This design comes from an exercise in tuning for a short achievable clock period and few clock cycles on the open sky130 flow, not from production work.
Function was not checked in any run shown here: the RTL went through the layout flow alone.
Power figures rest on the tool's default switching activity, not on a simulated workload.

**design/flow/constraint.sdc**
```tcl
create_clock -name core_clock -period 7.0 [get_ports {clk}]
set_input_delay 1.4000 -clock core_clock [delete_from_list [all_inputs] [get_ports {clk}]]
set_output_delay 1.4000 -clock core_clock [all_outputs]
set_load 0.01 [all_outputs]
```
**design/flow/run.sh**
```bash
#!/bin/bash
# synth_recipe.tcl (not shown) runs the flow's synth.tcl, then flattens the netlist and writes it again
# the make line also repeats each setting of config.mk as NAME=value (left out here)
make -C /OpenROAD-flow-scripts/flow DESIGN_CONFIG=/design/flow/config.mk WORK_HOME=/design/flow/orfs CLKGATE_MAP_FILE= SYNTH_SCRIPT=/design/flow/synth_recipe.tcl finish
```
**design/flow/config.mk**
```make
export PLATFORM = sky130hd
export DESIGN_NAME = cpu_top
export DESIGN_NICKNAME = cpu_top
export VERILOG_FILES = /design/flow/design.v
export SDC_FILE = /design/flow/constraint.sdc
export NUM_CORES = 4
export LEC_CHECK = 0
export ABC_CLOCK_PERIOD_IN_PS = 2000
export CAP_MARGIN = 20
export CORE_MARGIN = 2
export CORE_UTILIZATION = 40
export SETUP_SLACK_MARGIN = 5
export SLEW_MARGIN = 20
export TNS_END_PERCENT = 100
```
**design/flow/design.v**
```verilog
package cpu_isa_pkg;
  typedef enum logic [3:0] {
    NOP  = 4'h0,
    ADD  = 4'h1,
    SUB  = 4'h2,
    AND  = 4'h3,
    OR   = 4'h4,
    XOR  = 4'h5,
    LDI  = 4'h6,
    JMP  = 4'h7,
    JZ   = 4'h8,
    JNZ  = 4'h9,
    LD   = 4'ha,
    ST   = 4'hb,
    HALT = 4'hf
  } opcode_e;
  typedef enum logic [2:0] {
    ALU_ADD = 3'd0,
    ALU_SUB = 3'd1,
    ALU_AND = 3'd2,
    ALU_OR  = 3'd3,
    ALU_XOR = 3'd4,
    ALU_IMM = 3'd5
  } alu_op_e;
  typedef enum logic {
    SRC_ALU = 1'b0,
    SRC_BUS = 1'b1
  } wb_src_e;
  typedef struct packed {
    opcode_e               opcode;
    logic [4-1:0] rd;
    logic [4-1:0] ra;
    logic [4-1:0] rb;
  } instr_t;
  typedef struct packed {
    logic    reg_we;
    wb_src_e wb_src;
    alu_op_e alu_op;
    logic    flag_load;
    logic    fetch_en;
    logic    branch_take;
    logic    bus_start;
    logic    bus_we;
  } ctrl_t;
endpackage
package cpu_bus_pkg;
  typedef struct packed {
    logic                  cyc;
    logic                  stb;
    logic                  we;
    logic [16-1:0] adr;
    logic [16-1:0] dat;
  } wb_req_t;
  typedef struct packed {
    logic                   ack;
    logic [16-1:0] dat;
  } wb_rsp_t;
endpackage
module cpu_fetch
(
  input  logic                 clk,
  input  logic                 reset,
  input  logic                 hold,
  input  logic                 redirect,
  input  logic [10-1:0] redirect_pc,
  input  logic                 take,
  input  logic [10-1:0] target,
  output logic [10-1:0] pc,
  output logic [10-1:0] pc_inc
);
  logic [10-1:0] pc_nxt;
  assign pc_inc = pc + 1'b1;
  always_comb
  begin
    if (redirect)
      pc_nxt = redirect_pc;
    else if (take)
      pc_nxt = target;
    else
      pc_nxt = pc_inc;
  end
  always_ff @(posedge clk or posedge reset)
  begin
    if (reset)
      pc <= '0;
    else if (!hold)
      pc <= pc_nxt;
  end
endmodule
module cpu_regfile
(
  input  logic                   clk,
  input  logic                   reset,
  input  logic                   we,
  input  logic [4-1:0]  wa,
  input  logic [16-1:0] wdata,
  input  logic [(1 << 4)-1:1]   sel1,
  input  logic [(1 << 4)-1:1]   sel2,
  input  logic [(1 << 4)-1:1]   sel3,
  input  logic [(1 << 4)-1:1]   sel4,
  output logic [16-1:0] rd1,
  output logic [16-1:0] rd2,
  output logic [16-1:0] rd3,
  output logic [16-1:0] rd4
);
  localparam int NREGS = 1 << 4;
  logic [16-1:0] regs [1:NREGS-1];
  always_ff @(posedge clk or posedge reset)
  begin
    if (reset)
    begin
      for (int i = 1; i < NREGS; i++)
        regs[i] <= '0;
    end
    else
    begin
      for (int i = 1; i < NREGS; i++)
        if (we && wa == i)
          regs[i] <= wdata;
    end
  end
  always_comb
  begin
    rd1 = '0;
    rd2 = '0;
    rd3 = '0;
    rd4 = '0;
    for (int i = 1; i < NREGS; i++)
    begin
      rd1 = rd1 | (regs[i] & {16{sel1[i]}});
      rd2 = rd2 | (regs[i] & {16{sel2[i]}});
      rd3 = rd3 | (regs[i] & {16{sel3[i]}});
      rd4 = rd4 | (regs[i] & {16{sel4[i]}});
    end
  end
endmodule
module cpu_alu
(
  input  logic [4:0]             op,
  input  logic                   inv,
  input  logic                   d_inv,
  input  logic [16-1:0] a,
  input  logic [16-1:0] b,
  input  logic [16-1:0] ld,
  output logic [16-1:0] y,
  output logic [16-1:0] y_inv
);
  localparam int W = 16;
  logic [W-1:0] p;
  logic [W-1:0] g;
  logic [W-1:0] gg [0:4];
  logic [W-1:0] pp [0:4];
  logic [W-1:0] c;
  logic [W-1:0] lg;
  assign p = a ^ b;
  assign g = a & b;
  assign gg[0] = g;
  assign pp[0] = p;
  for (genvar l = 0; l < 4; l++)
  begin : g_lvl
    for (genvar i = 0; i < W; i++)
    begin : g_bit
      if (i >= (1 << l))
      begin : g_comb
        assign gg[l+1][i] = gg[l][i] | (pp[l][i] & gg[l][i-(1<<l)]);
        assign pp[l+1][i] = pp[l][i] & pp[l][i-(1<<l)];
      end
      else
      begin : g_pass
        assign gg[l+1][i] = gg[l][i];
        assign pp[l+1][i] = pp[l][i];
      end
    end
  end
  assign c = {gg[4][W-2:0], 1'b0};
  always_comb
  begin
    lg = '0;
    if (op[1])
      lg = a & b;
    if (op[2])
      lg = a | b;
    if (op[3])
      lg = p;
    if (op[4])
      lg = ld;
  end
  assign y     = op[0] ? ((p ^ {W{inv}}) ^ c) : lg;
  assign y_inv = op[0] ? ((p ^ {W{inv ^ d_inv}}) ^ c) : (lg ^ {W{d_inv}});
endmodule
module cpu_io_master
(
  input  logic                   clk,
  input  logic                   reset,
  input  logic                   start,
  input  logic                   load,
  input  logic                   start_we,
  input  logic [16-1:0]  adr,
  input  logic [16-1:0] wdata,
  input  logic                   wb_ack_i,
  output logic                   wb_cyc_o,
  output logic                   wb_stb_o,
  output logic                   wb_we_o,
  output logic [16-1:0]  wb_adr_o,
  output logic [16-1:0] wb_dat_o,
  output logic                   stall
);
  logic                   cyc_q;
  logic                   we_q;
  logic [16-1:0]  adr_q;
  logic [16-1:0] dat_q;
  assign stall = cyc_q && !wb_ack_i;
  always_ff @(posedge clk or posedge reset)
  begin
    if (reset)
      cyc_q <= 1'b0;
    else if (!stall)
      cyc_q <= start;
  end
  always_ff @(posedge clk)
  begin
    if (!stall && load)
    begin
      we_q  <= start_we;
      adr_q <= adr;
      dat_q <= wdata;
    end
  end
  assign wb_cyc_o = cyc_q;
  assign wb_stb_o = cyc_q;
  assign wb_we_o  = we_q;
  assign wb_adr_o = adr_q;
  assign wb_dat_o = dat_q;
endmodule
module cpu_control
(
  input  logic                    clk,
  input  logic                    reset,
  input  logic [16-1:0] instr_word,
  input  logic [10-1:0]    pc_inc,
  input  logic                    stall,
  input  logic                    w_zero,
  input  logic                    d_zero,
  input  logic                    d_exact,
  input  logic                    w_we,
  input  logic [4-1:0]   w_rd,
  output logic [(1 << 4)-1:1]    f_sa,
  output logic [(1 << 4)-1:1]    f_sb,
  output logic                    f_exact,
  output logic                    f_take,
  output logic                    redirect,
  output logic [10-1:0]    redirect_pc,
  output logic [16-1:0] ir_o,
  output logic                    d_ldi,
  output logic                    d_sub,
  output logic [4:0]              d_op,
  output logic [(1 << 4)-1:1]    d_sa,
  output logic [(1 << 4)-1:1]    d_sb,
  output logic                    d_fe_a,
  output logic                    d_fe_b,
  output logic                    d_fw_a,
  output logic                    d_fw_b,
  output logic                    bus_start,
  output logic                    bus_load,
  output logic                    bus_we,
  output logic [4:0]              e_op,
  output logic                    e_inv,
  output logic                    e_we,
  output logic [4-1:0]   e_rd,
  output logic                    halted
);
  cpu_isa_pkg::instr_t f_ins;
  cpu_isa_pkg::instr_t ir;
  assign f_ins = instr_word;
  assign ir_o  = ir;
  logic                 v_d;
  logic                 pred_d;
  logic [10-1:0] pcp1_d;
  logic                 e_sf;
  logic                 e_br;
  logic                 e_jz;
  logic                 e_pred;
  logic [10-1:0] e_tgt;
  logic [10-1:0] e_pcp1;
  logic                 w_sf;
  logic                 flag_q;
  logic                 flag_w;
  logic d_alu;
  logic d_ld;
  logic d_st;
  logic d_halt;
  logic d_jz;
  logic d_jnz;
  logic d_cond;
  logic d_sf;
  logic d_eq;
  logic d_we;
  logic d_known;
  logic d_take;
  logic red_d;
  logic e_take;
  logic red_e;
  logic d_go;
  logic f_jmp;
  logic f_jz;
  logic f_jnz;
  logic f_ldi;
  assign flag_w = w_sf ? w_zero : flag_q;
  assign d_alu  = (ir.opcode == cpu_isa_pkg::ADD) || (ir.opcode == cpu_isa_pkg::SUB) ||
                  (ir.opcode == cpu_isa_pkg::AND) || (ir.opcode == cpu_isa_pkg::OR)  ||
                  (ir.opcode == cpu_isa_pkg::XOR);
  assign d_ldi  = (ir.opcode == cpu_isa_pkg::LDI);
  assign d_sub  = (ir.opcode == cpu_isa_pkg::SUB);
  assign d_ld   = (ir.opcode == cpu_isa_pkg::LD);
  assign d_st   = (ir.opcode == cpu_isa_pkg::ST);
  assign d_halt = (ir.opcode == cpu_isa_pkg::HALT);
  assign d_jz   = (ir.opcode == cpu_isa_pkg::JZ);
  assign d_jnz  = (ir.opcode == cpu_isa_pkg::JNZ);
  assign d_cond = v_d && (d_jz || d_jnz);
  assign d_sf   = v_d && d_alu;
  assign d_eq   = d_sub || (ir.opcode == cpu_isa_pkg::XOR);
  assign d_we   = v_d && (d_alu || d_ldi || d_ld) && (ir.rd != '0);
  assign d_op = {ir.opcode == cpu_isa_pkg::XOR, ir.opcode == cpu_isa_pkg::OR,
                 ir.opcode == cpu_isa_pkg::AND, d_sub, ir.opcode == cpu_isa_pkg::ADD};
  assign e_take = e_jz ? w_zero : !w_zero;
  assign red_e  = e_br && (e_take != e_pred);
  assign d_known = !e_sf;
  assign d_take  = d_jz ? flag_w : !flag_w;
  assign red_d   = d_cond && d_known && (d_take != pred_d);
  assign d_go    = v_d && !red_e;
  assign redirect    = red_e || red_d;
  assign redirect_pc = red_e ? (e_take ? e_tgt : e_pcp1) :
                       (d_take ? ir[10-1:0] : pcp1_d);
  assign f_jmp   = (f_ins.opcode == cpu_isa_pkg::JMP);
  assign f_jz    = (f_ins.opcode == cpu_isa_pkg::JZ);
  assign f_jnz   = (f_ins.opcode == cpu_isa_pkg::JNZ);
  assign f_ldi   = (f_ins.opcode == cpu_isa_pkg::LDI);
  logic f_zero;
  assign f_zero  = d_sf ? (d_exact && d_eq && d_zero) : (d_known && flag_w);
  always_comb
  begin
    for (int i = 1; i < (1 << 4); i++)
    begin
      f_sa[i] = (f_ins.ra == i);
      f_sb[i] = (f_ins.rb == i);
    end
  end
  assign f_exact = !((d_we && (ir.rd == f_ins.ra || ir.rd == f_ins.rb)) ||
                     (e_we && (e_rd == f_ins.ra || e_rd == f_ins.rb)) ||
                     (w_we && (w_rd == f_ins.ra || w_rd == f_ins.rb)));
  assign f_take  = f_jmp || (f_jz && f_zero) || (f_jnz && !f_zero);
  assign bus_start = d_go && (d_ld || d_st);
  assign bus_load  = v_d && (d_ld || d_st);
  assign bus_we    = d_st;
  always_ff @(posedge clk)
  begin
    if (!stall)
    begin
      d_sa   <= f_sa;
      d_sb   <= f_sb;
      d_fe_a <= d_we && (ir.rd == f_ins.ra) && !f_ldi;
      d_fe_b <= d_we && (ir.rd == f_ins.rb) && !f_ldi;
      d_fw_a <= e_we && (e_rd == f_ins.ra);
      d_fw_b <= e_we && (e_rd == f_ins.rb);
    end
  end
  always_ff @(posedge clk or posedge reset)
  begin
    if (reset)
    begin
      v_d    <= 1'b0;
      ir     <= '0;
      pred_d <= 1'b0;
      pcp1_d <= '0;
      e_we   <= 1'b0;
      e_sf   <= 1'b0;
      e_br   <= 1'b0;
      halted <= 1'b0;
    end
    else if (!stall)
    begin
      v_d    <= !(redirect || (v_d && d_halt) || halted);
      ir     <= f_ins;
      pred_d <= f_take;
      pcp1_d <= pc_inc;
      e_we   <= d_we && !red_e;
      e_sf   <= d_sf && !red_e;
      e_br   <= d_cond && !d_known && !red_e;
      halted <= halted || (d_go && d_halt);
    end
  end
  always_ff @(posedge clk)
  begin
    if (!stall)
    begin
      e_op   <= {d_ld, ir.opcode == cpu_isa_pkg::XOR, ir.opcode == cpu_isa_pkg::OR,
                 ir.opcode == cpu_isa_pkg::AND,
                 ir.opcode == cpu_isa_pkg::ADD || d_sub || d_ldi};
      e_inv  <= d_sub;
      e_rd   <= ir.rd;
      e_jz   <= d_jz;
      e_pred <= pred_d;
      e_tgt  <= ir[10-1:0];
      e_pcp1 <= pcp1_d;
    end
  end
  always_ff @(posedge clk or posedge reset)
  begin
    if (reset)
    begin
      w_sf   <= 1'b0;
      flag_q <= 1'b0;
    end
    else
    begin
      w_sf <= e_sf;
      if (w_sf)
        flag_q <= w_zero;
    end
  end
endmodule
module cpu_top
(
  input  logic                   clk,
  input  logic                   reset,
  input  logic [16-1:0] instr_word,
  output logic [10-1:0]   iaddr,
  input  logic                   wb_ack_i,
  input  logic [16-1:0] wb_dat_i,
  output logic                   wb_cyc_o,
  output logic                   wb_stb_o,
  output logic                   wb_we_o,
  output logic [16-1:0]  wb_adr_o,
  output logic [16-1:0] wb_dat_o,
  output logic                   halted
);
  cpu_isa_pkg::instr_t    ir;
  logic [10-1:0]   pc_inc;
  logic                   stall;
  logic                   f_take;
  logic                   redirect;
  logic [10-1:0]   redirect_pc;
  logic                   d_ldi;
  logic                   d_sub;
  logic                   bus_start;
  logic                   bus_load;
  logic                   bus_we;
  logic [4:0]             e_op;
  logic                   e_inv;
  logic                   e_we;
  logic [4-1:0]  e_rd;
  logic                   w_zero;
  logic [4:0]             d_op;
  logic [(1 << 4)-1:1]   f_sa;
  logic [(1 << 4)-1:1]   f_sb;
  logic                   f_exact;
  logic [16-1:0] rf_fa;
  logic [16-1:0] rf_fb;
  logic [16-1:0] eq_q;
  logic                   zx_dq;
  logic [16-1:0] e_y;
  logic [16-1:0] e_y_inv;
  logic                   w_we;
  logic [4-1:0]  w_rd;
  logic [16-1:0] w_y;
  logic [16-1:0] rf_a;
  logic [16-1:0] rf_b;
  logic [16-1:0] ea;
  logic [16-1:0] eb;
  logic                   fe_a;
  logic                   fe_b;
  logic [16-1:0] a_n;
  logic [16-1:0] b_n;
  logic [16-1:0] a_q;
  logic [16-1:0] b_q;
  logic [(1 << 4)-1:1]   d_sa;
  logic [(1 << 4)-1:1]   d_sb;
  logic                   d_fe_a;
  logic                   d_fe_b;
  logic                   d_fw_a;
  logic                   d_fw_b;
  cpu_fetch u_fetch (
    .clk         (clk),
    .reset       (reset),
    .hold        (stall),
    .redirect    (redirect),
    .redirect_pc (redirect_pc),
    .take        (f_take),
    .target      (instr_word[10-1:0]),
    .pc          (iaddr),
    .pc_inc      (pc_inc)
  );
  cpu_control u_control (
    .clk         (clk),
    .reset       (reset),
    .instr_word  (instr_word),
    .pc_inc      (pc_inc),
    .stall       (stall),
    .w_zero      (w_zero),
    .d_zero      (&eq_q),
    .d_exact     (zx_dq),
    .w_we        (w_we),
    .w_rd        (w_rd),
    .f_sa        (f_sa),
    .f_sb        (f_sb),
    .f_exact     (f_exact),
    .f_take      (f_take),
    .redirect    (redirect),
    .redirect_pc (redirect_pc),
    .ir_o        (ir),
    .d_ldi       (d_ldi),
    .d_sub       (d_sub),
    .d_op        (d_op),
    .bus_start   (bus_start),
    .bus_load    (bus_load),
    .bus_we      (bus_we),
    .d_sa        (d_sa),
    .d_sb        (d_sb),
    .d_fe_a      (d_fe_a),
    .d_fe_b      (d_fe_b),
    .d_fw_a      (d_fw_a),
    .d_fw_b      (d_fw_b),
    .e_op        (e_op),
    .e_inv       (e_inv),
    .e_we        (e_we),
    .e_rd        (e_rd),
    .halted      (halted)
  );
  always_ff @(posedge clk or posedge reset)
  begin
    if (reset)
      w_we <= 1'b0;
    else
      w_we <= e_we && !stall;
  end
  always_ff @(posedge clk)
  begin
    w_rd <= e_rd;
    w_y  <= e_y;
  end
  assign w_zero = (w_y == '0);
  cpu_regfile u_regfile (
    .clk   (clk),
    .reset (reset),
    .we    (w_we),
    .wa    (w_rd),
    .wdata (w_y),
    .sel1  (d_sa),
    .sel2  (d_sb),
    .sel3  (f_sa),
    .sel4  (f_sb),
    .rd1   (rf_a),
    .rd2   (rf_b),
    .rd3   (rf_fa),
    .rd4   (rf_fb)
  );
  always_comb
  begin
    ea = (w_we && d_fw_a) ? w_y : rf_a;
    eb = (w_we && d_fw_b) ? w_y : rf_b;
    if (d_ldi)
    begin
      ea = '0;
      eb = {{(16-8){ir.ra[3]}}, ir.ra, ir.rb};
    end
  end
  assign fe_a = d_fe_a;
  assign fe_b = d_fe_b;
  always_ff @(posedge clk)
  begin
    if (!stall)
    begin
      eq_q  <= ~(rf_fa ^ rf_fb);
      zx_dq <= f_exact;
    end
  end
  assign a_n = fe_a ? e_y_inv : (ea ^ {16{d_sub}});
  assign b_n = fe_b ? e_y : eb;
  always_ff @(posedge clk)
  begin
    a_q  <= a_n;
    b_q  <= b_n;
  end
  cpu_alu u_alu (
    .op    (e_op),
    .inv   (e_inv),
    .d_inv (d_sub),
    .a     (a_q),
    .b     (b_q),
    .ld    (wb_dat_i),
    .y     (e_y),
    .y_inv (e_y_inv)
  );
  cpu_io_master u_io_master (
    .clk      (clk),
    .reset    (reset),
    .start    (bus_start),
    .load     (bus_load),
    .start_we (bus_we),
    .adr      (b_n),
    .wdata    (a_n),
    .wb_ack_i (wb_ack_i),
    .wb_cyc_o (wb_cyc_o),
    .wb_stb_o (wb_stb_o),
    .wb_we_o  (wb_we_o),
    .wb_adr_o (wb_adr_o),
    .wb_dat_o (wb_dat_o),
    .stall    (stall)
  );
endmodule
```
==> key figures, run 1 <==
Status
  • Run status: finished clean

Clocking
  • Worst-Skew Late Latency: 0.61 ns
  • H-tree levels: 2
  • Cts hold-fix bufs: 0
  • CTS clk-pin slew, worst paths: 0.06 ns
  • CTS root buf: clkbuf_16
  • CTS sink cnt: 452
  • Num CTS Buffers: 51
  • CTS tree: yes
  • Clock Path Buffers: 3

Finish
  • Commonest non-fill, non-tap cell in the layout: dfrtp_1
  • Fillcell total: 4920
  • Layout cell share with drive strength beyond 1: 43.3%
  • Fin nets: 2616
  • Most frequent cells in the layout: 277 x dfrtp_1, 243 x mux2_2, 240 x a22oi_1, 217 x buf_4, 126 x nand2_1
  • Area Overhead vs Synth: 37.5%

Logic synthesis
  • Post-synth EDFFs: 114
  • Area share of the largest cell type after synthesis: 29.3%
  • Area contributors post-synth: dfrtp_1 29%, edfxtp_1 14%, mux2_2 11%, a22oi_1 7.7%, dfxtp_1 4.3%
  • Yosys cell types: 74
  • Asr flop ratio synth: 63.3%
  • YS warnings: 9
  • Top_reg_cell synth: dfrtp_1
  • Synth area leader: dfrtp_1
  • Cell Area, Synth: 24400 µm²
  • Post-synthesis instance total: 2235
  • Sequential share of the synthesized area: 47.6%
  • Synth Net Count: 2303
  • Synthesized area per cell: 10.9 µm²
  • #FFs+latches synth: 452

Global route
  • GRT Resource Usage Total: 37.0%
  • Number of global-route vias before repair: 22967
  • Largest net degree at the start of global routing: 84
  • Grt total ovfl: 0
  • Antenna violations before repair: 2
  • First-pass GRT wire length: 169000 µm

Floorplan
  • Die W: 251 µm
  • Std cell rows: 90
  • Core area: 60400 µm²
  • DIE HEIGHT: 251 µm
  • Initial core utilization: 40.5%
  • IO Count: 81
  • Die footprint: 63100 µm²

Routing
  • # DRC: 0
  • Avg WL per Cell: 35.7 µm
  • Total wire length: 121000 µm
  • Final ANT Viol Nets: 0
  • Initial DRC Count: 4662
  • Vias per cell: 7.07
  • First-pass detailed-route iteration total: 13
  • Via count: 23843

STA
  • # setup viols final: 0
  • Worst slew margin: 46.3%
  • Worst slew pin tran: 0.805 ns
  • Fmax achieved: 0.359 GHz
  • Max Slew Vio Count: 0
  • Fin. Hold Viols: 0
  • RSZ-0062 raised after global routing: true
  • Crit share post-route: 39.8%
  • Setup Skew: 0.0162 ns
  • Fin crit period: 2.79 ns
  • TNS Setup: 0 ns

Power and ir drop
  • Static leakage: 13.8 nW
  • Peak supply drop: 219 µV
  • Power Total: 12.8 mW
  • Pwr per Cell Area: 381 nW/µm²

Setup path
  • Worst endpoint data arrival time: 3.13 ns
  • Delay-heaviest family, CP: compound AO/OA/AOI/OAI gates
  • CP max FO: 3
  • Crit Path Class: reg -> reg
  • WP buf/inv: 4
  • Cells along the critical path: inv_2, ha_4, a211o_1, a21oi_2, o211ai_1, buf_4, buf_4, buf_6, a21oi_4, o21ai_2, a221oi_4, a21oi_2, xnor2_2
  • Reg2reg setup slack: 4.21 ns
  • WP data required: 7.34 ns
  • Critical Path End Type: flip-flop
  • Slowest stage cell, crit path: dfxtp_2
  • Worst Setup Start Kind: flip-flop
  • Max incr delay on CP: 0.33 ns

Placed design
  • Routability cong.: 0.981
  • Detailed placement HPWL: 65800 µm
  • Input/output buffers: 80

Min path
  • Min-delay worst type: reg -> reg

Job
  • Maxcap violations: 0
-- path summary, 6_finish.rpt --
path / startpoint / endpoint / cells past startpoint
min in group asynchronous: reset / u_regfile.regs[8][0] / 2
setup reg to reg: a_q[6] / u_io_master.dat_q[12] / 13
setup / recovery: a_q[6] / u_io_master.dat_q[12] / 13
max in group asynchronous: reset / u_regfile.regs[14][8] / 3
hold reg to reg: u_control.e_rd[2] / w_rd[2] / 0
hold / removal: u_control.e_rd[2] / w_rd[2] / 0
-- power breakdown --
group	switching (mW)	internal (mW)
logic	2.70	2.23
clock network	1.16	1.74
registers	1.28	3.70
total	5.14	7.67
-- area by class of cell --
class	instances	area, µm²	area share (%)
repair buffers	455	5010	14.9
repair inverters	2	17.5	0.0522
flip-flops and latches	452	11700	34.9
well taps	782	978	2.91
inverters	52	219	0.652
clock buffers	75	1540	4.59
clock inverters	19	250	0.745
multi-input cells	1534	13800	41.2
diodes	3	7.51	0.0224
-- repair_timing --
item,in CTS,in global routing
cloned,14,5
pin swaps,160,119
hold endpoints to repair,0,0
setup buffers,249,55
gates resized for setup,573,102
setup endpoints to repair,805,402
-- stage by stage --
step                      worst slack (ns)  instances  instance area, µm²  util (%)  hold WS (ns)
after global placement                2.51       2954               26800      44.4         0.431
after floorplan                       1.81       2235               25900         -         0.406
after global routing                  4.13       3371               33600      55.6         0.460
after CTS                             4.28       3311               32600      54.0         0.440
final                                 4.21       3374               33600      55.6         0.447
after detailed placement              2.47       2954               26800      44.4         0.429
-- Yosys cell counts (49+ instances only) --
cell type / count
a21oi_1: 65
a221oi_1: 92
a22o_1: 84
a22oi_1: 249
clkbuf_1: 160
dfrtp_1: 286
dfxtp_1: 52
edfxtp_1: 114
inv_1: 49
mux2_2: 247
nand2_1: 143
nand4_1: 84
nor2_1: 92
xnor2_1: 59
-- cells by family (layout without fill, tap and decap cells) --
group | Yosys count | after routing | share of synthesized area, %
other | 0 | 3 | 0
buffers and inverters | 255 | 603 | 4.22
AND/OR/NAND/NOR | 468 | 473 | 9.56
AO/OA/AOI/OAI | 659 | 660 | 20.8
XOR/XNOR | 97 | 97 | 3.70
multiplexers | 271 | 271 | 12.4
adder cells (fa/ha/maj) | 33 | 33 | 1.69
flip-flops | 452 | 452 | 47.6
-- state kept, by name, summed over array words and instances, names as in the netlist, 3 cells and up --
name               cells
u_fetch.pc            10
u_control.e_tgt        9
w_y                   16
b_q                   16
w_rd                   4
u_control.e_op         5
u_io_master.dat_q     16
u_control.ir          16
u_control.e_pcp1      10
a_q                   16
u_control.d_sb        15
eq_q                  16
u_control.d_sa        15
u_control.e_rd         3
u_control.pcp1_d      10
u_io_master.adr_q     16
u_regfile.regs       240
-- layer usage --
layer	wire (µm)	vias up	GRT usage (%)
met1	44200	11708	46.0
met5	137	-	0
met3	16000	699	14.1
li1	-	9356	-
met4	9720	4	22.4
met2	50600	2076	54.6
==> run 2: changes to the inputs <==
--- a/design/flow/design.v
+++ b/design/flow/design.v
@@ -189,4 +189,28 @@
   assign y_inv = op[0] ? ((p ^ {W{inv ^ d_inv}}) ^ c) : (lg ^ {W{d_inv}});
 endmodule
+module cpu_flag_terms
+(
+  input  logic [4:0]             op,
+  input  logic [16-1:0] a,
+  input  logic [16-1:0] b,
+  output logic [16-1:0] zt
+);
+  localparam int W = 16;
+  logic [W-1:0] p;
+  logic [W-1:0] g;
+  logic [W-1:0] o;
+  assign p = a ^ b;
+  assign g = a & b;
+  assign o = a | b;
+  always_comb
+  begin
+    for (int i = 0; i < W; i++)
+      zt[i] = (op[0] && (p[i] == ((i == 0) ? 1'b0 : o[i-1]))) ||
+              (op[1] && p[i]) ||
+              (op[2] && !g[i]) ||
+              (op[3] && !o[i]) ||
+              (op[4] && !p[i]);
+  end
+endmodule
 module cpu_io_master
 (
@@ -241,4 +265,6 @@
   input  logic                    stall,
   input  logic                    w_zero,
+  input  logic                    e_zero,
+  input  logic                    e_exact,
   input  logic                    d_zero,
   input  logic                    d_exact,
@@ -286,4 +312,5 @@
   logic                 flag_q;
   logic                 flag_w;
+  logic                 flag_e;
   logic d_alu;
   logic d_ld;
@@ -325,6 +352,7 @@
   assign e_take = e_jz ? w_zero : !w_zero;
   assign red_e  = e_br && (e_take != e_pred);
-  assign d_known = !e_sf;
-  assign d_take  = d_jz ? flag_w : !flag_w;
+  assign flag_e = e_sf ? e_zero : flag_w;
+  assign d_known = !e_sf || e_exact;
+  assign d_take  = d_jz ? flag_e : !flag_e;
   assign red_d   = d_cond && d_known && (d_take != pred_d);
   assign d_go    = v_d && !red_e;
@@ -337,5 +365,5 @@
   assign f_ldi   = (f_ins.opcode == cpu_isa_pkg::LDI);
   logic f_zero;
-  assign f_zero  = d_sf ? (d_exact && d_eq && d_zero) : (d_known && flag_w);
+  assign f_zero  = d_sf ? (d_exact && d_eq && d_zero) : (d_known && flag_e);
   always_comb
   begin
@@ -452,4 +480,8 @@
   logic                   w_zero;
   logic [4:0]             d_op;
+  logic [16-1:0] zt_d;
+  logic [16-1:0] zt_q;
+  logic                   zx_q;
+  logic                   e_zero;
   logic [(1 << 4)-1:1]   f_sa;
   logic [(1 << 4)-1:1]   f_sb;
@@ -498,4 +530,6 @@
     .stall       (stall),
     .w_zero      (w_zero),
+    .e_zero      (e_zero),
+    .e_exact     (zx_q),
     .d_zero      (&eq_q),
     .d_exact     (zx_dq),
@@ -539,4 +573,5 @@
     w_y  <= e_y;
   end
+  assign e_zero = &zt_q;
   assign w_zero = (w_y == '0);
   cpu_regfile u_regfile (
@@ -575,4 +610,10 @@
     end
   end
+  cpu_flag_terms u_flag_terms (
+    .op (d_op),
+    .a  (ea ^ {16{d_sub}}),
+    .b  (eb),
+    .zt (zt_d)
+  );
   assign a_n = fe_a ? e_y_inv : (ea ^ {16{d_sub}});
   assign b_n = fe_b ? e_y : eb;
@@ -581,4 +622,6 @@
     a_q  <= a_n;
     b_q  <= b_n;
+    zt_q <= zt_d;
+    zx_q <= !(fe_a || fe_b);
   end
   cpu_alu u_alu (
==> key figures, run 2 <==
Status
  • Run status: finished clean (unchanged)

Clocking
  • H-tree levels: 2 (unchanged)
  • Worst-Skew Late Latency: 0.62 ns (was 0.61 ns)
  • Clock Path Buffers: 3 (unchanged)
  • Num CTS Buffers: 51 (unchanged)
  • CTS clk-pin slew, worst paths: 0.07 ns (was 0.06 ns)
  • CTS tree: yes (unchanged)
  • CTS sink cnt: 469 (was 452)
  • CTS root buf: clkbuf_16 (unchanged)
  • Cts hold-fix bufs: 0 (unchanged)

Finish
  • Fin cells: 3760 (was 3374)
  • Largest reg by FF count: u_regfile.regs (unchanged)
  • Commonest non-fill, non-tap cell in the layout: buf_4 (was dfrtp_1)
  • Layout cell share with drive strength beyond 1: 44.8% (was 43.3%)
  • Fin nets: 2964 (was 2616)
  • Antenna diodes: 0 (was 3)
  • Most frequent cells in the layout: 279 x buf_4, 276 x dfrtp_1, 264 x a22oi_1, 233 x mux2_2, 138 x nand2_1 (was 277 x dfrtp_1, 243 x mux2_2, 240 x a22oi_1, 217 x buf_4, 126 x nand2_1)
  • Max reg flops: 240 (unchanged)
  • Area Overhead vs Synth: 42.1% (was 37.5%)

Floorplan
  • Die footprint: 67500 µm² (was 63100 µm²)
  • Std cell rows: 93 (was 90)
  • IO Count: 81 (unchanged)
  • Die W: 260 µm (was 251 µm)
  • Initial core utilization: 40.6% (was 40.5%)
  • Core area: 64600 µm² (was 60400 µm²)
  • DIE HEIGHT: 260 µm (was 251 µm)

Global route
  • First-pass GRT wire length: 177000 µm (was 169000 µm)
  • Number of global-route vias before repair: 24847 (was 22967)
  • Grt total ovfl: 0 (unchanged)
  • Largest net degree at the start of global routing: 82 (was 84)
  • GRT Resource Usage Total: 36.0% (was 37.0%)
  • Antenna violations before repair: 2 (unchanged)

Logic synthesis
  • Synthesized area per cell: 10.6 µm² (was 10.9 µm²)
  • #FFs+latches synth: 469 (was 452)
  • Area contributors post-synth: dfrtp_1 27%, edfxtp_1 13%, mux2_2 11%, a22oi_1 7.7%, dfxtp_1 5.3% (was dfrtp_1 29%, edfxtp_1 14%, mux2_2 11%, a22oi_1 7.7%, dfxtp_1 4.3%)
  • Area share of the largest cell type after synthesis: 27.3% (was 29.3%)
  • Sequential share of the synthesized area: 45.7% (was 47.6%)
  • Cell Area, Synth: 26200 µm² (was 24400 µm²)
  • Top_reg_cell synth: dfrtp_1 (unchanged)
  • Count leader, synth: dfrtp_1 (unchanged)
  • Commonest cells post-synth: 286 x dfrtp_1, 270 x a22oi_1, 262 x mux2_2 (was 286 x dfrtp_1, 249 x a22oi_1, 247 x mux2_2)
  • Yosys cell types: 79 (was 74)
  • Post-synthesis instance total: 2461 (was 2235)
  • Asr flop ratio synth: 61.0% (was 63.3%)
  • Post-synth EDFFs: 114 (unchanged)
  • Synth area leader: dfrtp_1 (unchanged)
  • Synth Net Count: 2561 (was 2303)
  • YS warnings: 10 (was 9)

Setup path
  • WP data required: 7.46 ns (was 7.34 ns)
  • Crit Path Class: reg -> reg (unchanged)
  • Critical Path End Type: flip-flop (unchanged)
  • CP max FO: 6 (was 3)
  • Worst Setup Start Kind: flip-flop (unchanged)
  • Worst endpoint data arrival time: 3.17 ns (was 3.13 ns)

Placed design
  • Placed insts: 3235 (was 2954)
  • Detailed placement HPWL: 68000 µm (was 65800 µm)
  • Routability cong.: 0.974 (was 0.981)
  • Input/output buffers: 80 (unchanged)

Routing
  • Avg WL per Cell: 34.1 µm (was 35.7 µm)
  • # DRC: 0 (unchanged)
  • Vias per cell: 6.89 (was 7.07)
  • Final ANT Viol Nets: 0 (unchanged)
  • First-pass detailed-route iteration total: 12 (was 13)
  • Initial DRC Count: 5175 (was 4662)
  • Via count: 25911 (was 23843)
  • Total wire length: 128000 µm (was 121000 µm)

Power and ir drop
  • Peak supply drop: 198 µV (was 219 µV)
  • Logic pwr share: 42.8% (was 38.4%)
  • Pwr per Cell Area: 388 nW/µm² (was 381 nW/µm²)
  • Power Internal: 8.50 mW (was 7.67 mW)
  • Static leakage: 15.4 nW (was 13.8 nW)
  • Clock share of power: 19.5% (was 22.7%)
  • Switching Share: 41.2% (was 40.1%)
  • Sequential power share: 37.7% (was 38.9%)
  • Net Switching: 5.96 mW (was 5.14 mW)

STA
  • Fmax achieved: 0.368 GHz (was 0.359 GHz)
  • Worst slew margin: 44.7% (was 46.3%)
  • RSZ-0062 raised after global routing: true (unchanged)
  • Fin. Hold Viols: 0 (unchanged)
  • # setup viols final: 0 (unchanged)
  • Final hold slack: 0.472 ns (was 0.447 ns)
  • Setup Skew: 0.0292 ns (was 0.0162 ns)
  • Worst slew pin tran: 0.830 ns (was 0.805 ns)
  • TNS Setup: 0 ns (unchanged)
  • Fin crit period: 2.71 ns (was 2.79 ns)
  • Crit share post-route: 38.8% (was 39.8%)
  • Max Slew Vio Count: 0 (unchanged)

Job
  • Maxcap violations: 0 (unchanged)

Min path
  • Min-delay worst type: reg -> reg (unchanged)
==> run 2: worst max-delay path: stages, from the launching register on <==
cell,delay [ns]
edfxtp_1,0.50
buf_12,0.20
buf_6,0.11
buf_12,0.12
a22o_1,0.23
a221oi_2,0.18
nand3_1,0.12
o221a_4,0.26
xor2_2,0.17
inv_1,0.07
ha_2,0.19
nor2_1,0.08
nor3_1,0.05
a21oi_1,0.16
o211ai_1,0.11
==> run 2: area by class of cell <==
cell class                 instances  area (µm²)
clock buffer                      81        1600
clock inverter                    13         139
sequential                       469       12000
timing repair inverter             2        20.0
timing repair buffer             561        6260
fill                            5174       27400
multi-input combinational       1699       15800
inverter                          80         330
tap                              855        1070
==> run 2: routing by layer <==
| layer | vias to the layer above | wire length, µm | GRT usage (%) |
|---|---|---|---|
| li1 | 10283 | - | - |
| met1 | 12695 | 46100 | 44.2 |
| met2 | 2217 | 55100 | 54.1 |
| met3 | 709 | 16700 | 13.1 |
| met4 | 7 | 10100 | 21.7 |
| met5 | - | 158 | 0.214 |
==> run 2: power by group through the flow <==
stage	Sequential (mW)	Clock [mW]	Combinational (mW)
4_1_cts	5.33	2.85	5.37
5_1_grt	5.48	2.95	6.51
6_report	5.45	2.82	6.18
2_1_floorplan	4.62	0	3.13
3_5_place_dp	5.52	0	3.88
3_3_place_gp	5.54	0	3.77
==> run 2: kinds of logic (layout without fill, tap and decap cells) <==
logic type	after synthesis	after routing	synth area share [%]
compound gates	689	689	20.0
buf+inv	296	737	4.54
fa+ha+maj	65	65	3.11
xor+xnor	107	107	3.63
mux	300	300	12.8
simple gates	535	538	10.2
flops	469	469	45.7
==> run 2: worst paths after layout <==
path / from / end / slack, ns / cells past startpoint
min in group asynchronous: reset / u_regfile.regs[12][2] / 1.34 / 3
worst min register to register: u_control.e_rd[3] / w_rd[3] / 0.47 / 0
worst max-delay path: u_control.d_sa[3] / zt_q[11] / 4.29 / 14
max in group asynchronous: reset / u_regfile.regs[11][8] / 5.07 / 4
worst min-delay path: u_control.e_rd[3] / w_rd[3] / 0.47 / 0
worst max register to register: u_control.d_sa[3] / zt_q[11] / 4.29 / 14
==> run 2: what timing repair did <==
action                                  CTS  global route
pin swaps                               221           129
endpoints found under the setup margin  793           343
buffers inserted                        318            90
gates resized for setup                 664           172
cloned                                   15             7
endpoints found under the hold margin     0             0
==> run 2: per-stage QoR <==
| step | setup WS, ns | util, % | total power [mW] | area (µm²) |
|---|---|---|---|---|
| 6_report | 4.29 | 57.6 | 14.5 | 37200 |
| 3_3_place_gp | 2.43 | 44.1 | 9.30 | 28500 |
| 5_1_grt | 4.19 | 57.6 | 14.9 | 37200 |
| 2_1_floorplan | 1.81 | - | 7.75 | 27700 |
| 4_1_cts | 4.29 | 54.9 | 13.5 | 35500 |
| 3_5_place_dp | 2.61 | 44.2 | 9.41 | 28600 |
==> run 3: changes to the inputs <==
--- a/design/flow/design.v
+++ b/design/flow/design.v
@@ -97,10 +97,6 @@
   input  logic [(1 << 4)-1:1]   sel1,
   input  logic [(1 << 4)-1:1]   sel2,
-  input  logic [(1 << 4)-1:1]   sel3,
-  input  logic [(1 << 4)-1:1]   sel4,
   output logic [16-1:0] rd1,
-  output logic [16-1:0] rd2,
-  output logic [16-1:0] rd3,
-  output logic [16-1:0] rd4
+  output logic [16-1:0] rd2
 );
   localparam int NREGS = 1 << 4;
@@ -124,12 +120,8 @@
     rd1 = '0;
     rd2 = '0;
-    rd3 = '0;
-    rd4 = '0;
     for (int i = 1; i < NREGS; i++)
     begin
       rd1 = rd1 | (regs[i] & {16{sel1[i]}});
       rd2 = rd2 | (regs[i] & {16{sel2[i]}});
-      rd3 = rd3 | (regs[i] & {16{sel3[i]}});
-      rd4 = rd4 | (regs[i] & {16{sel4[i]}});
     end
   end
@@ -189,28 +181,4 @@
   assign y_inv = op[0] ? ((p ^ {W{inv ^ d_inv}}) ^ c) : (lg ^ {W{d_inv}});
 endmodule
-module cpu_flag_terms
-(
-  input  logic [4:0]             op,
-  input  logic [16-1:0] a,
-  input  logic [16-1:0] b,
-  output logic [16-1:0] zt
-);
-  localparam int W = 16;
-  logic [W-1:0] p;
-  logic [W-1:0] g;
-  logic [W-1:0] o;
-  assign p = a ^ b;
-  assign g = a & b;
-  assign o = a | b;
-  always_comb
-  begin
-    for (int i = 0; i < W; i++)
-      zt[i] = (op[0] && (p[i] == ((i == 0) ? 1'b0 : o[i-1]))) ||
-              (op[1] && p[i]) ||
-              (op[2] && !g[i]) ||
-              (op[3] && !o[i]) ||
-              (op[4] && !p[i]);
-  end
-endmodule
 module cpu_io_master
 (
@@ -265,13 +233,7 @@
   input  logic                    stall,
   input  logic                    w_zero,
+  input  logic                    w_eqb,
   input  logic                    e_zero,
   input  logic                    e_exact,
-  input  logic                    d_zero,
-  input  logic                    d_exact,
-  input  logic                    w_we,
-  input  logic [4-1:0]   w_rd,
-  output logic [(1 << 4)-1:1]    f_sa,
-  output logic [(1 << 4)-1:1]    f_sb,
-  output logic                    f_exact,
   output logic                    f_take,
   output logic                    redirect,
@@ -281,4 +243,5 @@
   output logic                    d_sub,
   output logic [4:0]              d_op,
+  output logic                    d_eqz,
   output logic [(1 << 4)-1:1]    d_sa,
   output logic [(1 << 4)-1:1]    d_sb,
@@ -310,4 +273,12 @@
   logic [10-1:0] e_pcp1;
   logic                 w_sf;
+  logic [11:0]          e_fld;
+  logic [11:0]          w_fld;
+  logic                 w_sub;
+  logic [(1 << 4)-1:1] lp_v;
+  logic [(1 << 4)-1:1] lp_eq;
+  logic [4-1:0] lp_rb [1:(1 << 4)-1];
+  logic                 lp_hit;
+  logic                 lp_zero;
   logic                 flag_q;
   logic                 flag_w;
@@ -321,5 +292,4 @@
   logic d_cond;
   logic d_sf;
-  logic d_eq;
   logic d_we;
   logic d_known;
@@ -346,6 +316,6 @@
   assign d_cond = v_d && (d_jz || d_jnz);
   assign d_sf   = v_d && d_alu;
-  assign d_eq   = d_sub || (ir.opcode == cpu_isa_pkg::XOR);
   assign d_we   = v_d && (d_alu || d_ldi || d_ld) && (ir.rd != '0);
+  assign d_eqz = d_sub || (ir.opcode == cpu_isa_pkg::XOR);
   assign d_op = {ir.opcode == cpu_isa_pkg::XOR, ir.opcode == cpu_isa_pkg::OR,
                  ir.opcode == cpu_isa_pkg::AND, d_sub, ir.opcode == cpu_isa_pkg::ADD};
@@ -365,16 +335,17 @@
   assign f_ldi   = (f_ins.opcode == cpu_isa_pkg::LDI);
   logic f_zero;
-  assign f_zero  = d_sf ? (d_exact && d_eq && d_zero) : (d_known && flag_e);
   always_comb
   begin
+    lp_hit  = 1'b0;
+    lp_zero = 1'b0;
     for (int i = 1; i < (1 << 4); i++)
-    begin
-      f_sa[i] = (f_ins.ra == i);
-      f_sb[i] = (f_ins.rb == i);
-    end
+      if (ir.rd == i)
+      begin
+        lp_hit  = lp_v[i] && (lp_rb[i] == ir.rb);
+        lp_zero = lp_eq[i];
+      end
+    lp_hit = lp_hit && d_sub && (ir.ra == ir.rd);
   end
-  assign f_exact = !((d_we && (ir.rd == f_ins.ra || ir.rd == f_ins.rb)) ||
-                     (e_we && (e_rd == f_ins.ra || e_rd == f_ins.rb)) ||
-                     (w_we && (w_rd == f_ins.ra || w_rd == f_ins.rb)));
+  assign f_zero = d_sf ? (lp_hit && lp_zero) : (d_known && flag_e);
   assign f_take  = f_jmp || (f_jz && f_zero) || (f_jnz && !f_zero);
   assign bus_start = d_go && (d_ld || d_st);
@@ -385,6 +356,9 @@
     if (!stall)
     begin
-      d_sa   <= f_sa;
-      d_sb   <= f_sb;
+      for (int i = 1; i < (1 << 4); i++)
+      begin
+        d_sa[i] <= (f_ins.ra == i);
+        d_sb[i] <= (f_ins.rb == i);
+      end
       d_fe_a <= d_we && (ir.rd == f_ins.ra) && !f_ldi;
       d_fe_b <= d_we && (ir.rd == f_ins.rb) && !f_ldi;
@@ -427,4 +401,5 @@
       e_inv  <= d_sub;
       e_rd   <= ir.rd;
+      e_fld  <= ir[11:0];
       e_jz   <= d_jz;
       e_pred <= pred_d;
@@ -433,4 +408,24 @@
     end
   end
+  always_ff @(posedge clk)
+  begin
+    w_fld <= e_fld;
+    if (w_sub && w_fld[7:4] == w_fld[11:8])
+      for (int i = 1; i < (1 << 4); i++)
+        if (w_fld[11:8] == i)
+        begin
+          lp_eq[i] <= w_eqb;
+          lp_rb[i] <= w_fld[3:0];
+        end
+  end
+  always_ff @(posedge clk or posedge reset)
+  begin
+    if (reset)
+      lp_v <= '0;
+    else if (w_sub && w_fld[7:4] == w_fld[11:8])
+      for (int i = 1; i < (1 << 4); i++)
+        if (w_fld[11:8] == i)
+          lp_v[i] <= 1'b1;
+  end
   always_ff @(posedge clk or posedge reset)
   begin
@@ -439,8 +434,10 @@
       w_sf   <= 1'b0;
       flag_q <= 1'b0;
+      w_sub  <= 1'b0;
     end
     else
     begin
-      w_sf <= e_sf;
+      w_sf  <= e_sf;
+      w_sub <= e_sf && e_inv;
       if (w_sf)
         flag_q <= w_zero;
@@ -484,11 +481,5 @@
   logic                   zx_q;
   logic                   e_zero;
-  logic [(1 << 4)-1:1]   f_sa;
-  logic [(1 << 4)-1:1]   f_sb;
-  logic                   f_exact;
-  logic [16-1:0] rf_fa;
-  logic [16-1:0] rf_fb;
-  logic [16-1:0] eq_q;
-  logic                   zx_dq;
+  logic                   d_eqz;
   logic [16-1:0] e_y;
   logic [16-1:0] e_y_inv;
@@ -496,4 +487,5 @@
   logic [4-1:0]  w_rd;
   logic [16-1:0] w_y;
+  logic [16-1:0] w_b;
   logic [16-1:0] rf_a;
   logic [16-1:0] rf_b;
@@ -530,13 +522,7 @@
     .stall       (stall),
     .w_zero      (w_zero),
+    .w_eqb       (w_y == w_b),
     .e_zero      (e_zero),
     .e_exact     (zx_q),
-    .d_zero      (&eq_q),
-    .d_exact     (zx_dq),
-    .w_we        (w_we),
-    .w_rd        (w_rd),
-    .f_sa        (f_sa),
-    .f_sb        (f_sb),
-    .f_exact     (f_exact),
     .f_take      (f_take),
     .redirect    (redirect),
@@ -546,4 +532,5 @@
     .d_sub       (d_sub),
     .d_op        (d_op),
+    .d_eqz       (d_eqz),
     .bus_start   (bus_start),
     .bus_load    (bus_load),
@@ -572,4 +559,5 @@
     w_rd <= e_rd;
     w_y  <= e_y;
+    w_b  <= b_q;
   end
   assign e_zero = &zt_q;
@@ -583,10 +571,6 @@
     .sel1  (d_sa),
     .sel2  (d_sb),
-    .sel3  (f_sa),
-    .sel4  (f_sb),
     .rd1   (rf_a),
-    .rd2   (rf_b),
-    .rd3   (rf_fa),
-    .rd4   (rf_fb)
+    .rd2   (rf_b)
   );
   always_comb
@@ -602,18 +586,5 @@
   assign fe_a = d_fe_a;
   assign fe_b = d_fe_b;
-  always_ff @(posedge clk)
-  begin
-    if (!stall)
-    begin
-      eq_q  <= ~(rf_fa ^ rf_fb);
-      zx_dq <= f_exact;
-    end
-  end
-  cpu_flag_terms u_flag_terms (
-    .op (d_op),
-    .a  (ea ^ {16{d_sub}}),
-    .b  (eb),
-    .zt (zt_d)
-  );
+  assign zt_d = ~(ea ^ eb);
   assign a_n = fe_a ? e_y_inv : (ea ^ {16{d_sub}});
   assign b_n = fe_b ? e_y : eb;
@@ -623,5 +594,5 @@
     b_q  <= b_n;
     zt_q <= zt_d;
-    zx_q <= !(fe_a || fe_b);
+    zx_q <= !(fe_a || fe_b) && d_eqz;
   end
   cpu_alu u_alu (
==> key figures, run 3 <==
Logic synthesis
  • Area contributors post-synth: dfrtp_1 28%, edfxtp_1 19%, mux2_2 11%, dfxtp_1 7.0%, xnor2_1 3.3% (was dfrtp_1 27%, edfxtp_1 13%, mux2_2 11%, a22oi_1 7.7%, dfxtp_1 5.3%)
  • #FFs+latches synth: 567 (was 469)
  • YS warnings: 10 (unchanged)
  • Yosys cell types: 73 (was 79)
  • Commonest cells post-synth: 302 x dfrtp_1, 250 x mux2_2, 172 x edfxtp_1 (was 286 x dfrtp_1, 270 x a22oi_1, 262 x mux2_2)
  • Count leader, synth: dfrtp_1 (unchanged)
  • Synthesized area per cell: 11.7 µm² (was 10.6 µm²)
  • Post-synthesis instance total: 2270 (was 2461)
  • Post-synth EDFFs: 172 (was 114)
  • Sequential share of the synthesized area: 54.8% (was 45.7%)
  • Top_reg_cell synth: dfrtp_1 (unchanged)
  • Asr flop ratio synth: 53.3% (was 61.0%)
  • Cell Area, Synth: 26600 µm² (was 26200 µm²)
  • Synth area leader: dfrtp_1 (unchanged)
  • Area share of the largest cell type after synthesis: 28.4% (was 27.3%)
  • Synth Net Count: 2338 (was 2561)

Finish
  • Fin nets: 2563 (was 2964)
  • Commonest non-fill, non-tap cell in the layout: dfrtp_1 (was buf_4)
  • Max reg flops: 240 (unchanged)
  • Final core occ: 52.4% (was 57.6%)
  • Most frequent cells in the layout: 288 x dfrtp_1, 243 x mux2_2, 172 x edfxtp_1, 161 x buf_4, 110 x a22oi_1 (was 279 x buf_4, 276 x dfrtp_1, 264 x a22oi_1, 233 x mux2_2, 138 x nand2_1)
  • Largest reg by FF count: u_regfile.regs (unchanged)
  • Fillcell total: 5504 (was 5174)
  • Area Overhead vs Synth: 29.5% (was 42.1%)
  • Layout cell share with drive strength beyond 1: 40.8% (was 44.8%)
  • Largest registers: u_regfile.regs (240), u_control.lp_rb (60)

Setup path
  • Number of cells on the critical path: 12 (was 14)
  • Slowest stage cell, crit path: a222oi_1 (was edfxtp_1)
  • FF-to-FF path depth: 12 (was 14)
  • Delay-heaviest family, CP: compound AO/OA/AOI/OAI gates (unchanged)
  • Worst Setup Start Kind: flip-flop (unchanged)
  • Max incr delay on CP: 0.57 ns (was 0.50 ns)
  • Worst endpoint data arrival time: 3.57 ns (was 3.17 ns)
  • Critical Path End Type: flip-flop (unchanged)
  • WP data required: 7.56 ns (was 7.46 ns)
  • CP max FO: 14 (was 6)
  • Most numerous cell on the critical path: buf_12 (unchanged)
  • WP buf/inv: 3 (was 4)
  • Cells along the critical path: buf_12, xnor2_1, nand3_1, o32ai_1, a222oi_1, a311oi_4, buf_6, buf_12, o21a_4, nor3_4, mux2_4, a211oi_2 (was buf_12, buf_6, buf_12, a22o_1, a221oi_2, nand3_1, o221a_4, xor2_2, inv_1, ha_2, nor2_1, nor3_1, a21oi_1, o211ai_1)
  • Crit Path Class: reg -> reg (unchanged)

Routing
  • Max layer used: met5 (unchanged)
  • Routed wl met2: 42000 µm (was 55100 µm)
  • Initial DRC Count: 2806 (was 5175)
  • Metal3 WL: 8500 µm (was 16700 µm)
  • Avg WL per Cell: 27.4 µm (was 34.1 µm)
  • # DRC: 0 (unchanged)
  • Via count: 20782 (was 25911)
  • Vias per cell: 6.10 (was 6.89)
  • First-pass detailed-route iteration total: 10 (was 12)
  • DRT met1 WL: 38300 µm (was 46100 µm)
  • Final ANT Viol Nets: 0 (unchanged)
  • Total wire length: 93200 µm (was 128000 µm)

Clocking
  • CTS root buf: clkbuf_16 (unchanged)
  • Worst-Skew Late Latency: 0.66 ns (was 0.62 ns)
  • Num CTS Buffers: 58 (was 51)
  • CTS clk-pin slew, worst paths: 0.06 ns (was 0.07 ns)
  • CTS sink cnt: 567 (was 469)
  • Cts hold-fix bufs: 0 (unchanged)
  • CTS tree: yes (unchanged)
  • H-tree levels: 2 (unchanged)
  • Clock Path Buffers: 3 (unchanged)

STA
  • TNS Setup: 0 ns (unchanged)
  • Worst slew pin tran: 1.00 ns (was 0.830 ns)
  • Max Slew Vio Count: 0 (unchanged)
  • Fin. Hold Viols: 0 (unchanged)
  • # setup viols final: 0 (unchanged)
  • Final hold slack: 0.369 ns (was 0.472 ns)
  • Fin crit period: 3.01 ns (was 2.71 ns)
  • Worst slew margin: 33.3% (was 44.7%)
  • Fmax achieved: 0.332 GHz (was 0.368 GHz)
  • RSZ-0062 raised after global routing: true (unchanged)
  • Crit share post-route: 43.0% (was 38.8%)
  • Setup Skew: 0.0431 ns (was 0.0292 ns)

Floorplan
  • DIE HEIGHT: 262 µm (was 260 µm)
  • Std cell rows: 94 (was 93)
  • IO Count: 81 (unchanged)
  • Die footprint: 68600 µm² (was 67500 µm²)
  • Die W: 262 µm (was 260 µm)
  • Core area: 65700 µm² (was 64600 µm²)
  • Initial core utilization: 40.4% (was 40.6%)

Power and ir drop
  • Pwr per Cell Area: 377 nW/µm² (was 388 nW/µm²)
  • Peak supply drop: 235 µV (was 198 µV)
  • Static leakage: 14.1 nW (was 15.4 nW)

Global route
  • Number of global-route vias before repair: 20731 (was 24847)
  • Largest net degree at the start of global routing: 98 (was 82)
  • First-pass GRT wire length: 136000 µm (was 177000 µm)
  • Antenna violations before repair: 2 (unchanged)
  • Grt total ovfl: 0 (unchanged)
  • GRT Resource Usage Total: 26.9% (was 36.0%)

Min path
  • Min-delay worst type: reg -> reg (unchanged)
  • Worst hold path cell count: 0 (unchanged)

Status
  • Run status: finished clean (unchanged)

Placed design
  • Routability cong.: 0.886 (was 0.974)
  • Detailed placement HPWL: 51800 µm (was 68000 µm)
  • Input/output buffers: 80 (unchanged)

Job
  • Maxcap violations: 0 (unchanged)
==> run 3: final timing paths <==
kind	start	endpoint	slack, ns
setup / recovery	u_control.ir[0]	u_fetch.pc[9]	3.99
hold / removal	b_q[13]	w_b[13]	0.37
setup reg to reg	u_control.ir[0]	u_fetch.pc[9]	3.99
hold reg to reg	b_q[13]	w_b[13]	0.37
max in group asynchronous	reset	u_regfile.regs[11][6]	5.00
min in group asynchronous	reset	u_control.w_sf	1.33
==> run 3: routing by layer <==
metal	up-vias	GRT usage, %
li1	8891	-
met1	10493	35.8
met4	2	12.0
met5	-	0
met3	304	6.51
met2	1092	41.8
==> run 3: what timing repair did <==
item | in CTS | in global routing
resized for setup | 550 | 132
pin swaps | 101 | 91
cloned | 14 | 2
buffers inserted | 154 | 51
setup endpoints to repair | 847 | 579
==> run 3: final cells by class <==
type	instances	area (µm²)	share of cell area, %
antenna	1	2.50	0.00727
clock buffer	88	1720	4.99
clock inverter	18	241	0.701
inverter	44	198	0.574
multi-input combinational	1470	12900	37.3
sequential	567	14700	42.7
tap	864	1080	3.14
timing repair buffer	349	3580	10.4
timing repair inverter	5	63.8	0.185
==> run 3: where the power goes <==
part | switching, mW | internal [mW]
registers | 0.861 | 4.37
logic | 2.42 | 2.13
clock network | 1.36 | 1.84
total | 4.63 | 8.34
==> run 3: cells by family after synthesis <==
| group | count (synthesis) | share of synthesized area [%] |
|---|---|---|
| muxes | 280 | 11.8 |
| AOI/OAI and AO/OA | 492 | 13.5 |
| DFF | 567 | 54.8 |
| xor gates and xnor gates | 166 | 5.52 |
| adders and majority gates | 33 | 1.55 |
| buffers and inverters | 236 | 3.55 |
| and+or+nand+nor | 496 | 9.21 |
==> run 3: stage by stage <==
step / power [mW] / cells / setup WS [ns] / cell area (µm²)
5_1_grt: 13.5 / 3405 / 3.92 / 34400
4_1_cts: 12.5 / 3351 / 4.01 / 33400
2_1_floorplan: 7.31 / 2270 / 1.58 / 27200
3_3_place_gp: 8.45 / 3077 / 2.65 / 28600
6_report: 13.0 / 3406 / 3.99 / 34400
3_5_place_dp: 8.54 / 3077 / 2.65 / 28600
==> run 4: changes to the inputs <==
--- a/design/flow/design.v
+++ b/design/flow/design.v
@@ -335,15 +335,25 @@
   assign f_ldi   = (f_ins.opcode == cpu_isa_pkg::LDI);
   logic f_zero;
+  logic f_lp_hit;
+  logic f_lp_zero;
   always_comb
   begin
-    lp_hit  = 1'b0;
-    lp_zero = 1'b0;
+    f_lp_hit  = 1'b0;
+    f_lp_zero = 1'b0;
     for (int i = 1; i < (1 << 4); i++)
-      if (ir.rd == i)
+      if (f_ins.rd == i)
       begin
-        lp_hit  = lp_v[i] && (lp_rb[i] == ir.rb);
-        lp_zero = lp_eq[i];
+        f_lp_hit  = lp_v[i] && (lp_rb[i] == f_ins.rb);
+        f_lp_zero = lp_eq[i];
       end
-    lp_hit = lp_hit && d_sub && (ir.ra == ir.rd);
+    f_lp_hit = f_lp_hit && (f_ins.opcode == cpu_isa_pkg::SUB) && (f_ins.ra == f_ins.rd);
+  end
+  always_ff @(posedge clk)
+  begin
+    if (!stall)
+    begin
+      lp_hit  <= f_lp_hit;
+      lp_zero <= f_lp_zero;
+    end
   end
   assign f_zero = d_sf ? (lp_hit && lp_zero) : (d_known && flag_e);
==> key figures, run 4 <==
Setup path
  • Worst setup startpoint: u_control.ir[14] (was u_control.ir[0])
  • Crit Path Class: reg -> reg (unchanged)
  • Worst reg2reg path endpoint: u_fetch.pc[7] (was u_fetch.pc[9])
  • Worst Setup Start Kind: flip-flop (unchanged)
  • WP data required: 7.55 ns (was 7.56 ns)
  • Worst setup path end: u_fetch.pc[7] (was u_fetch.pc[9])
  • Slowest stage cell, crit path: dfrtp_2 (was a222oi_1)
  • WP buf/inv: 3 (unchanged)
  • Max incr delay on CP: 0.46 ns (was 0.57 ns)
  • CP max FO: 6 (was 14)
  • Number of cells on the critical path: 11 (was 12)
  • Reg2reg setup slack: 4.17 ns (was 3.99 ns)
  • Critical Path End Type: flip-flop (unchanged)
  • Worst endpoint data arrival time: 3.38 ns (was 3.57 ns)
  • FF-to-FF path depth: 11 (was 12)
  • Delay-heaviest family, CP: compound AO/OA/AOI/OAI gates (unchanged)
  • R2R Path Start: u_control.ir[14] (was u_control.ir[0])
  • Cells along the critical path: o31ai_4, or2_4, mux2_4, a211oi_4, buf_4, mux2_4, nor2_4, buf_4, buf_6, a211oi_2, o22a_1 (was buf_12, xnor2_1, nand3_1, o32ai_1, a222oi_1, a311oi_4, buf_6, buf_12, o21a_4, nor3_4, mux2_4, a211oi_2)

Logic synthesis
  • Count leader, synth: dfrtp_1 (unchanged)
  • Synth area leader: dfrtp_1 (unchanged)
  • Synthesized area per cell: 11.8 µm² (was 11.7 µm²)
  • Area contributors post-synth: dfrtp_1 28%, edfxtp_1 19%, mux2_2 11%, dfxtp_1 6.9%, a22oi_1 3.4% (was dfrtp_1 28%, edfxtp_1 19%, mux2_2 11%, dfxtp_1 7.0%, xnor2_1 3.3%)
  • Sequential share of the synthesized area: 54.6% (was 54.8%)
  • Top_reg_cell synth: dfrtp_1 (unchanged)
  • Post-synth EDFFs: 174 (was 172)
  • Yosys cell types: 89 (was 73)
  • Asr flop ratio synth: 53.1% (was 53.3%)
  • Post-synthesis instance total: 2268 (was 2270)
  • #FFs+latches synth: 569 (was 567)
  • YS warnings: 10 (unchanged)
  • Cell Area, Synth: 26800 µm² (was 26600 µm²)
  • Synth Net Count: 2336 (was 2338)
  • Area share of the largest cell type after synthesis: 28.2% (was 28.4%)
  • Commonest cells post-synth: 302 x dfrtp_1, 251 x mux2_2, 174 x edfxtp_1 (was 302 x dfrtp_1, 250 x mux2_2, 172 x edfxtp_1)

Power and ir drop
  • Sequential power share: 39.9% (was 40.3%)
  • Pwr per Cell Area: 404 nW/µm² (was 377 nW/µm²)
  • Clock share of power: 24.1% (was 24.6%)
  • Net Switching: 5.03 mW (was 4.63 mW)
  • Peak supply drop: 193 µV (was 235 µV)
  • Logic pwr share: 36.0% (was 35.0%)
  • Switching Share: 35.8% (was 35.7%)
  • Power Internal: 9.02 mW (was 8.34 mW)
  • Static leakage: 14.3 nW (was 14.1 nW)

Global route
  • GRT Resource Usage Total: 26.7% (was 26.9%)
  • Largest net degree at the start of global routing: 75 (was 98)
  • First-pass GRT wire length: 140000 µm (was 136000 µm)
  • Antenna violations before repair: 1 (was 2)
  • Grt total ovfl: 0 (unchanged)
  • Number of global-route vias before repair: 21181 (was 20731)

Finish
  • Largest registers: u_regfile.regs (240), u_control.lp_rb (60) (unchanged)
  • Largest reg by FF count: u_regfile.regs (unchanged)
  • Fillcell total: 5550 (was 5504)
  • Fin cells: 3421 (was 3406)
  • Fin nets: 2573 (was 2563)
  • Most frequent cells in the layout: 290 x dfrtp_1, 240 x mux2_2, 187 x buf_4, 174 x edfxtp_1, 115 x nand2_1 (was 288 x dfrtp_1, 243 x mux2_2, 172 x edfxtp_1, 161 x buf_4, 110 x a22oi_1)
  • Final instance area: 34800 µm² (was 34400 µm²)
  • Antenna diodes: 0 (was 1)
  • Max reg flops: 240 (unchanged)
  • Area Overhead vs Synth: 29.7% (was 29.5%)
  • Commonest non-fill, non-tap cell in the layout: dfrtp_1 (unchanged)
  • Layout cell share with drive strength beyond 1: 41.6% (was 40.8%)

STA
  • Fin. Hold Viols: 0 (unchanged)
  • Fin crit period: 2.83 ns (was 3.01 ns)
  • Crit share post-route: 40.4% (was 43.0%)
  • Worst slew pin tran: 1.02 ns (was 1.00 ns)
  • Final worst slack: 4.17 ns (was 3.99 ns)
  • TNS Setup: 0 ns (unchanged)
  • Setup Skew: 0.0641 ns (was 0.0431 ns)
  • Fmax achieved: 0.354 GHz (was 0.332 GHz)
  • Worst slew margin: 31.7% (was 33.3%)
  • RSZ-0062 raised after global routing: true (unchanged)
  • Max Slew Vio Count: 0 (unchanged)
  • # setup viols final: 0 (unchanged)

Placed design
  • Placed Area: 28800 µm² (was 28600 µm²)
  • Detailed placement HPWL: 53000 µm (was 51800 µm)
  • Input/output buffers: 80 (unchanged)
  • Setup WS pre-CTS: 3.33 ns (was 2.65 ns)
  • Placed insts: 3062 (was 3077)
  • Routability cong.: 0.861 (was 0.886)

Floorplan
  • Die W: 263 µm (was 262 µm)
  • DIE HEIGHT: 263 µm (was 262 µm)
  • IO Count: 81 (unchanged)
  • Die footprint: 69200 µm² (was 68600 µm²)
  • Initial core utilization: 40.6% (was 40.4%)
  • Core area: 66100 µm² (was 65700 µm²)
  • Std cell rows: 94 (unchanged)

Status
  • Run status: finished clean (unchanged)

Clocking
  • Worst-Skew Late Latency: 0.67 ns (was 0.66 ns)
  • CTS clk-pin slew, worst paths: 0.06 ns (about the same)
  • CTS sink cnt: 569 (was 567)
  • Clock Path Buffers: 3 (unchanged)
  • CTS tree: yes (unchanged)
  • H-tree levels: 2 (unchanged)
  • CTS root buf: clkbuf_16 (unchanged)
  • Num CTS Buffers: 60 (was 58)

Routing
  • Vias per cell: 6.23 (was 6.10)
  • # DRC: 0 (unchanged)
  • Initial DRC Count: 2629 (was 2806)
  • Total wire length: 95300 µm (was 93200 µm)
  • Avg WL per Cell: 27.9 µm (was 27.4 µm)
  • Final ANT Viol Nets: 0 (unchanged)
  • First-pass detailed-route iteration total: 8 (was 10)
  • Via count: 21298 (was 20782)

Min path
  • Min-delay worst type: reg -> reg (unchanged)

Job
  • Maxcap violations: 0 (unchanged)
[run 4: cell types whose count changed after synthesis, sizes merged, moves of 5 or more]
cell,before,now
xnor2,101,96
nor4,11,19
nor3,39,45
nor2,123,102
o21ai,51,46
a22oi,113,120
a221oi,50,58
a211oi,36,29
o221ai,13,8
a21oi,93,71
inv,43,53
clkbuf,158,152
[run 4: layout make-up]
class / count / area [µm²] / area share (%)
timing repair inverter: 2 / 25.0 / 0.0719
timing repair buffer: 359 / 3530 / 10.1
clock inverter: 25 / 368 / 1.06
clock buffer: 89 / 1710 / 4.91
sequential: 569 / 14700 / 42.4
inverter: 53 / 221 / 0.636
tap: 864 / 1080 / 3.11
multi-input combinational: 1460 / 13100 / 37.7
[run 4: worst reg2reg max path, stage by stage, from the launching register on]
cell	delay [ns]
dfrtp_2	0.46
o31ai_4	0.32
or2_4	0.19
mux2_4	0.31
a211oi_4	0.27
buf_4	0.18
mux2_4	0.31
nor2_4	0.21
buf_4	0.15
buf_6	0.09
a211oi_2	0.05
o22a_1	0.17
[run 4: metrics by stage]
step                      hold slack [ns]  util (%)  power [mW]
after floorplan                     0.340         -        8.00
after global placement              0.360      43.6        9.17
after detailed placement            0.361      43.6        9.29
after CTS                           0.375      51.0        13.5
after global routing                0.380      52.7        14.6
final                               0.373      52.7        14.1
[run 4: cell families (layout without fill, tap and decap cells)]
logic type | after synthesis | after routing | share of synthesized area (%)
and+or+nand+nor | 502 | 506 | 9.65
AOI/OAI and AO/OA | 472 | 472 | 13.1
DFF | 569 | 569 | 54.6
adders and majority gates | 33 | 33 | 1.54
muxes | 285 | 285 | 11.9
buffers and inverters | 243 | 528 | 3.75
xor gates and xnor gates | 164 | 164 | 5.45
[run 4: what timing repair did]
| item | in CTS | in global routing |
|---|---|---|
| cloned | 15 | 0 |
| pin swaps | 90 | 74 |
| hold buffers | 0 | 0 |
| endpoints found under the setup margin | 866 | 465 |
| resized for setup | 535 | 133 |
| buffers inserted | 173 | 55 |
[run 4: metal layers]
layer | global-route usage [%] | vias to the layer above | wire length, µm
li1 | - | 8917 | -
met1 | 35.1 | 10764 | 37900
met2 | 41.8 | 1307 | 43200
met3 | 6.33 | 308 | 9480
met4 | 12.5 | 2 | 4660
met5 | 0 | - | 13
[run 4: worst min-delay path by stage]
stage                            start            endpoint  slack, ns  depth (start not counted)
detailed placement              b_q[7]              w_b[7]       0.36                          0
CTS                            b_q[10]             w_b[10]       0.38                          0
global placement                b_q[1]              w_b[1]       0.36                          0
floorplan           u_control.e_fld[2]  u_control.w_fld[2]       0.34                          0
finish                         b_q[10]             w_b[10]       0.37                          0
global route                   b_q[10]             w_b[10]       0.38                          0
[run 4: power by group through the flow]
stage	combinational (mW)	sequential (mW)	clock (mW)
finish	5.06	5.61	3.38
global placement	3.47	5.70	0
floorplan	2.91	5.09	0
CTS	4.55	5.55	3.41
global route	5.35	5.70	3.55
detailed placement	3.55	5.74	0

## afterwards: timing with drivers on the ports
No port has a modelled driver above. Below, the same layouts with a new extraction and two added sets of constraints. Step 1 (the two cells are an assumption about what drives the block):
set clk [get_ports {clk}]
set_driving_cell -lib_cell sky130_fd_sc_hd__clkbuf_16 $clk
set_driving_cell -lib_cell sky130_fd_sc_hd__buf_2 [delete_from_list [all_inputs] $clk]
Step 2 also shifts input and output timing later by t, the mid clock arrival at the registers, as if the neighbouring blocks saw the same clock. Three values: no drivers, after step 1, after step 2; two values: the first two.
run | t, ns | setup WS [ns] | worst hold slack (ns) | worst register clock-pin slew, ns
run 1 | 0.669 | 4.212 / 4.212 / 3.719 | 0.447 / 0.447 / 0.447 | 0.07 / 0.07
run 2 | 0.665 | 4.286 / 4.286 / 3.713 | 0.472 / 0.472 / 0.472 | 0.07 / 0.07
run 3 | 0.700 | 3.992 / 3.992 / 3.591 | 0.369 / 0.369 / 0.369 | 0.07 / 0.07
run 4 | 0.695 | 4.172 / 4.172 / 3.668 | 0.373 / 0.373 / 0.373 | 0.07 / 0.07
After both steps every run listed still meets setup and hold. The setup slack of run 2, which loses most, moves by 0.000 ns with the drivers and by -0.573 ns with both steps.
